This is an optimization exercise on Yosys and OpenROAD, whose aim is small area, a short achievable clock period and few clock cycles per item, not a production implementation. In this exercise RTL edits were held to simulation tests only and were not proved equivalent to the original. Power is estimated from default activity; no workload was simulated.

==> juniper: inputs <==
==> flow/design.v <==
package rv_pkg;
    localparam logic [6:0] OP_REG = 7'b0110011;
    localparam logic [6:0] OP_IMM = 7'b0010011;
    localparam logic [6:0] F7_BASE = 7'b0000000;
    localparam logic [6:0] F7_ALT = 7'b0100000;
endpackage
module rv_regfile #(
    parameter int XLEN = 32,
    parameter int NREGS = 32
) (
    input  logic            clk,
    input  logic            rst,
    input  logic            we,
    input  logic [4:0]      waddr,
    input  logic [XLEN-1:0] wdata,
    input  logic [4:0]      raddr_a,
    input  logic [4:0]      raddr_b,
    input  logic [4:0]      dbg_addr,
    output logic [XLEN-1:0] rdata_a,
    output logic [XLEN-1:0] rdata_b,
    output logic [XLEN-1:0] dbg_data
);
    logic [XLEN-1:0] regs [1:NREGS-1];
    logic [NREGS-1:1] vld;
    logic [NREGS-1:1] sel_a, sel_b;
    always_comb begin
        for (int i = 1; i < NREGS; i++) begin
            sel_a[i] = vld[i] && raddr_a == i;
            sel_b[i] = vld[i] && raddr_b == i;
        end
    end
    logic [XLEN-1:0] dbg_tab [NREGS];
    logic [NREGS-1:0] dbg_vld;
    always_comb begin
        dbg_tab[0] = '0;
        dbg_vld[0] = 1'b0;
        for (int i = 1; i < NREGS; i++) begin
            dbg_tab[i] = regs[i];
            dbg_vld[i] = vld[i];
        end
    end
    assign dbg_data = dbg_vld[dbg_addr] ? dbg_tab[dbg_addr] : '0;
    always_comb begin
        rdata_a = '0;
        rdata_b = '0;
        for (int i = 1; i < NREGS; i++) begin
            rdata_a = rdata_a | (regs[i] & {XLEN{sel_a[i]}});
            rdata_b = rdata_b | (regs[i] & {XLEN{sel_b[i]}});
        end
    end
    always_ff @(posedge clk) begin
        for (int i = 1; i < NREGS; i++) begin
            if (rst) vld[i] <= 1'b0;
            else if (we && waddr == i) vld[i] <= 1'b1;
        end
    end
    always_ff @(posedge clk) begin
        for (int i = 1; i < NREGS; i++) begin
            if (we && waddr == i) regs[i] <= wdata;
        end
    end
endmodule
module rv_alu_exec #(
    parameter int XLEN = 32,
    parameter int NREGS = 32
) (
    input  logic            clk,
    input  logic            rst,
    input  logic            instr_valid,
    output logic            instr_ready,
    input  logic [31:0]     instr,
    output logic            wb_valid,
    output logic [4:0]      wb_rd,
    output logic [XLEN-1:0] wb_data,
    output logic            wb_illegal,
    input  logic [4:0]      dbg_addr,
    output logic [XLEN-1:0] dbg_data
);
    logic [6:0] opc, f7;
    logic [2:0] f3;
    logic [4:0] rd, rs1, rs2;
    logic is_reg, is_imm, legal, alt, inv_b;
    logic [XLEN-1:0] rf_a, rf_b, op_a, op_b, imm;
    assign opc = instr[6:0];
    assign rd = instr[11:7];
    assign f3 = instr[14:12];
    assign rs1 = instr[19:15];
    assign rs2 = instr[24:20];
    assign f7 = instr[31:25];
    assign is_reg = opc == rv_pkg::OP_REG;
    assign is_imm = opc == rv_pkg::OP_IMM;
    assign legal = is_reg ? (f7 == rv_pkg::F7_BASE || (f7 == rv_pkg::F7_ALT && (f3 == 3'd0 || f3 == 3'd5)))
                 : is_imm ? (f3 == 3'd1 ? f7 == rv_pkg::F7_BASE
                           : f3 == 3'd5 ? (f7 == rv_pkg::F7_BASE || f7 == rv_pkg::F7_ALT)
                           : 1'b1)
                 : 1'b0;
    assign alt = instr[30] && (is_reg || f3 == 3'd5);
    assign inv_b = (f3 == 3'd0 && alt) || f3 == 3'd2 || f3 == 3'd3;
    assign imm = {{(XLEN-12){instr[31]}}, instr[31:20]};
    assign instr_ready = !rst;
    logic ex_valid, ex_legal, ex_wr, ex_cin, ex_sra, ex_sll;
    logic [4:0] ex_rd;
    logic ex_s_add, ex_s_sll, ex_s_slt, ex_s_sltu, ex_s_xor, ex_s_sr, ex_s_or, ex_s_and;
    logic [XLEN-1:0] ex_a, ex_b, res;
    assign op_a = (ex_wr && ex_rd == rs1) ? res : rf_a;
    assign op_b = is_imm ? imm : (ex_wr && ex_rd == rs2) ? res : rf_b;
    always_ff @(posedge clk) begin
        ex_valid <= instr_valid && !rst;
        ex_legal <= legal;
        ex_rd <= rd;
        ex_cin <= inv_b;
        ex_sra <= alt;
        ex_sll <= f3 == 3'd1;
        ex_s_add <= legal && f3 == 3'd0;
        ex_s_sll <= legal && f3 == 3'd1;
        ex_s_slt <= legal && f3 == 3'd2;
        ex_s_sltu <= legal && f3 == 3'd3;
        ex_s_xor <= legal && f3 == 3'd4;
        ex_s_sr <= legal && f3 == 3'd5;
        ex_s_or <= legal && f3 == 3'd6;
        ex_s_and <= legal && f3 == 3'd7;
        ex_a <= op_a;
        ex_b <= inv_b ? ~op_b : op_b;
    end
    assign ex_wr = ex_valid && ex_legal && ex_rd != 5'd0;
    logic [XLEN:0] sum;
    logic [XLEN-1:0] sh_in, shr, shl;
    logic [4:0] sh;
    logic lt, ltu;
    assign sh = ex_b[4:0];
    assign sum = {1'b0, ex_a} + {1'b0, ex_b} + {{XLEN{1'b0}}, ex_cin};
    assign ltu = !sum[XLEN];
    assign lt = (ex_a[XLEN-1] ^ ex_b[XLEN-1]) ? sum[XLEN-1] : ex_a[XLEN-1];
    always_comb begin
        for (int i = 0; i < XLEN; i++) sh_in[i] = ex_sll ? ex_a[XLEN-1-i] : ex_a[i];
    end
    assign shr = XLEN'($signed({ex_sra & ex_a[XLEN-1], sh_in}) >>> sh);
    always_comb begin
        for (int i = 0; i < XLEN; i++) shl[i] = shr[XLEN-1-i];
    end
    assign res = ({XLEN{ex_s_add}} & sum[XLEN-1:0])
               | ({XLEN{ex_s_sll}} & shl)
               | ({XLEN{ex_s_sr}} & shr)
               | ({XLEN{ex_s_xor}} & (ex_a ^ ex_b))
               | ({XLEN{ex_s_or}} & (ex_a | ex_b))
               | ({XLEN{ex_s_and}} & (ex_a & ex_b))
               | {{(XLEN-1){1'b0}}, (ex_s_slt & lt) | (ex_s_sltu & ltu)};
    always_ff @(posedge clk) begin
        wb_valid <= ex_valid && !rst;
        wb_rd <= ex_rd;
        wb_illegal <= !ex_legal;
        wb_data <= res;
    end
    rv_regfile #(.XLEN(XLEN), .NREGS(NREGS)) u_regfile (
        .clk(clk),
        .rst(rst),
        .we(ex_wr),
        .waddr(ex_rd),
        .wdata(res),
        .raddr_a(rs1),
        .raddr_b(rs2),
        .dbg_addr(dbg_addr),
        .rdata_a(rf_a),
        .rdata_b(rf_b),
        .dbg_data(dbg_data)
    );
endmodule
==> flow/flow/run.sh <==
#!/bin/bash
# The standard layout, with three changes: ports buffered with buf_4 (not a delay cell), clock
# tree synthesis without dummy loads, and a second, conservative antenna repair after global
# routing (flow/post_grt.tcl) so that the detailed route is less likely to need another pass.
set -euo pipefail
F=$(cd "$(dirname "$0")" && pwd)
bash standard.sh \
  "BUFFER_PORTS_ARGS=-buffer_cell sky130_fd_sc_hd__buf_4" \
  POST_GLOBAL_ROUTE_TCL="$F/post_grt.tcl" \
  "CTS_ARGS=-sink_clustering_enable -repair_clock_nets -dont_use_dummy_load -buf_list sky130_fd_sc_hd__clkbuf_8" \
  finish > standard_make.log 2>&1
==> flow/flow/post_grt.tcl <==
# After the standard global route and its antenna repair: repair again with a margin on the
# antenna ratios, so that the detailed route is less likely to need another antenna pass.
repair_antennas -iterations 3 -ratio_margin 50
check_placement -verbose
check_antennas
==> flow/standard.sh <==
#!/bin/bash
# synth_recipe.tcl (not shown) runs the flow's synth.tcl, then flattens the netlist and writes it again
# the make line also repeats each setting of config.mk as NAME=value (left out here)
make -C /OpenROAD-flow-scripts/flow DESIGN_CONFIG=/design/flow/config.mk WORK_HOME=/design/flow/orfs CLKGATE_MAP_FILE= SYNTH_SCRIPT=/design/flow/synth_recipe.tcl "${@:-finish}"
==> flow/config.mk <==
export PLATFORM = sky130hd
export DESIGN_NAME = rv_alu_exec
export DESIGN_NICKNAME = rv_alu_exec
export VERILOG_FILES = /design/flow/design.v
export SDC_FILE = /design/flow/constraint.sdc
export NUM_CORES = 4
export LEC_CHECK = 0
export CAP_MARGIN = 20
export CELL_PAD_IN_SITES_DETAIL_PLACEMENT = 1
export CELL_PAD_IN_SITES_GLOBAL_PLACEMENT = 1
export CORE_MARGIN = 2
export CORE_UTILIZATION = 40
export CTS_BUF_LIST = sky130_fd_sc_hd__clkbuf_8
export PLACE_DENSITY = 0.45
export SETUP_SLACK_MARGIN = 1.6
export SLEW_MARGIN = 20
==> flow/constraint.sdc <==
create_clock -name core_clock -period 6.0 [get_ports {clk}]
set_input_delay 1.2000 -clock core_clock [delete_from_list [all_inputs] [get_ports {clk}]]
set_output_delay 1.2000 -clock core_clock [all_outputs]
set_load 0.01 [all_outputs]
==> inputs of cedar, as changes to juniper <==
==> flow/design.v, changed modules only <==
module rv_regfile #(
    parameter int XLEN = 32,
    parameter int NREGS = 32
) (
    input  logic            clk,
    input  logic            rst,
    input  logic            we,
    input  logic [4:0]      waddr,
    input  logic [XLEN-1:0] wdata,
    input  logic [4:0]      raddr_a,
    input  logic [4:0]      raddr_b,
    input  logic [4:0]      dbg_addr,
    output logic [XLEN-1:0] rdata_a,
    output logic [XLEN-1:0] rdata_b,
    output logic [XLEN-1:0] dbg_data
);
    logic [XLEN-1:0] regs [1:NREGS-1];
    logic [NREGS-1:1] vld;
    logic [NREGS-1:1] sel_a, sel_b, sel_d;
    always_comb begin
        for (int i = 1; i < NREGS; i++) begin
            sel_a[i] = vld[i] && raddr_a == i;
            sel_b[i] = vld[i] && raddr_b == i;
            sel_d[i] = vld[i] && dbg_addr == i;
        end
    end
    always_comb begin
        rdata_a = '0;
        rdata_b = '0;
        dbg_data = '0;
        for (int i = 1; i < NREGS; i++) begin
            rdata_a = rdata_a | (regs[i] & {XLEN{sel_a[i]}});
            rdata_b = rdata_b | (regs[i] & {XLEN{sel_b[i]}});
            dbg_data = dbg_data | (regs[i] & {XLEN{sel_d[i]}});
        end
    end
    always_ff @(posedge clk) begin
        for (int i = 1; i < NREGS; i++) begin
            if (rst) vld[i] <= 1'b0;
            else if (we && waddr == i) vld[i] <= 1'b1;
        end
    end
    always_ff @(posedge clk) begin
        for (int i = 1; i < NREGS; i++) begin
            if (we && waddr == i) regs[i] <= wdata;
        end
    end
endmodule
==> flow/flow/run.sh (replaced) <==
#!/bin/bash
# The standard layout, with two changes: a second, conservative antenna repair after global
# routing (flow/post_grt.tcl), and clock tree synthesis without dummy loads.
set -euo pipefail
F=$(cd "$(dirname "$0")" && pwd)
bash standard.sh \
  POST_GLOBAL_ROUTE_TCL="$F/post_grt.tcl" \
  "CTS_ARGS=-sink_clustering_enable -repair_clock_nets -dont_use_dummy_load -buf_list sky130_fd_sc_hd__clkbuf_8" \
  finish > standard_make.log 2>&1
==> flow/flow/post_grt.tcl (replaced) <==
# After the standard global route and its antenna repair: repair again with a margin on the
# antenna ratios, so that the detailed route is less likely to need another antenna pass.
repair_antennas -iterations 3 -ratio_margin 30
check_placement -verbose
check_antennas
--- a/flow/config.mk
+++ b/flow/config.mk
@@ -14,3 +14,3 @@
 export PLACE_DENSITY = 0.45
-export SETUP_SLACK_MARGIN = 1.6
+export SETUP_SLACK_MARGIN = 1.5
 export SLEW_MARGIN = 20
==> summary.txt <==
- Of cedar and juniper, cedar has the higher routed wire length (gap about 3.3%, measured against juniper).
- Of cedar and juniper, cedar has the higher cell area (gap 0.93%, measured against juniper).
- Of juniper and cedar, juniper has the higher critical path depth (gap 1).
- Against cedar, the register-to-register slack of juniper is lower by 0.16 ns.
- In cedar the total power is smaller than in juniper, by about 2%.
- Between juniper and cedar, the lower first-iteration DRC count is in cedar (gap 4.7%, measured against cedar).
- Fmax: cedar is higher than juniper (1.7%).
- Between cedar and juniper, the lower sequential share of layout area is in cedar (gap 0.43 points).
- Combinational power: cedar is lower than juniper (about 33%).
Testbench counts of juniper, summed over its fixed seeds: cycles 3,216, items 3,200.
Testbench counts of cedar, summed over its fixed seeds: cycles 3,216, items 3,200.

-- afterwards: timing with drivers on the ports --
How much do the figures lean on ideal ports? The routed layouts below were timed once more, with nothing changed but the port constraints.
Step 1 sets driving cells, clkbuf_16 on the clock port and buf_2 on the other inputs (assumed; they add their load-dependent delay and slew).
Step 2 moves the port delays by t, midway between the first and last clock arrival at a register: inputs arrive t later, outputs are due t later. That takes back most of the time a late clock gives input paths.
Slacks: no drivers / after step 1 / after step 2; pairs: no drivers / after step 1.
run | t (ns) | setup WS [ns] | worst hold slack (ns) | worst setup path at the end | clock arrival spread, ns
juniper | 1.020 | 1.165 / 0.901 / 0.691 | 0.380 / 0.327 / 0.450 | input to register | 0.132 / 0.132
cedar | 1.015 | 1.246 / 1.252 / 0.284 | 0.404 / 0.404 / 0.404 | input to register | 0.152 / 0.152
After both steps every run listed still meets setup and hold. The setup slack of cedar, which loses most, moves by +0.006 ns with the drivers and by -0.962 ns with both steps.
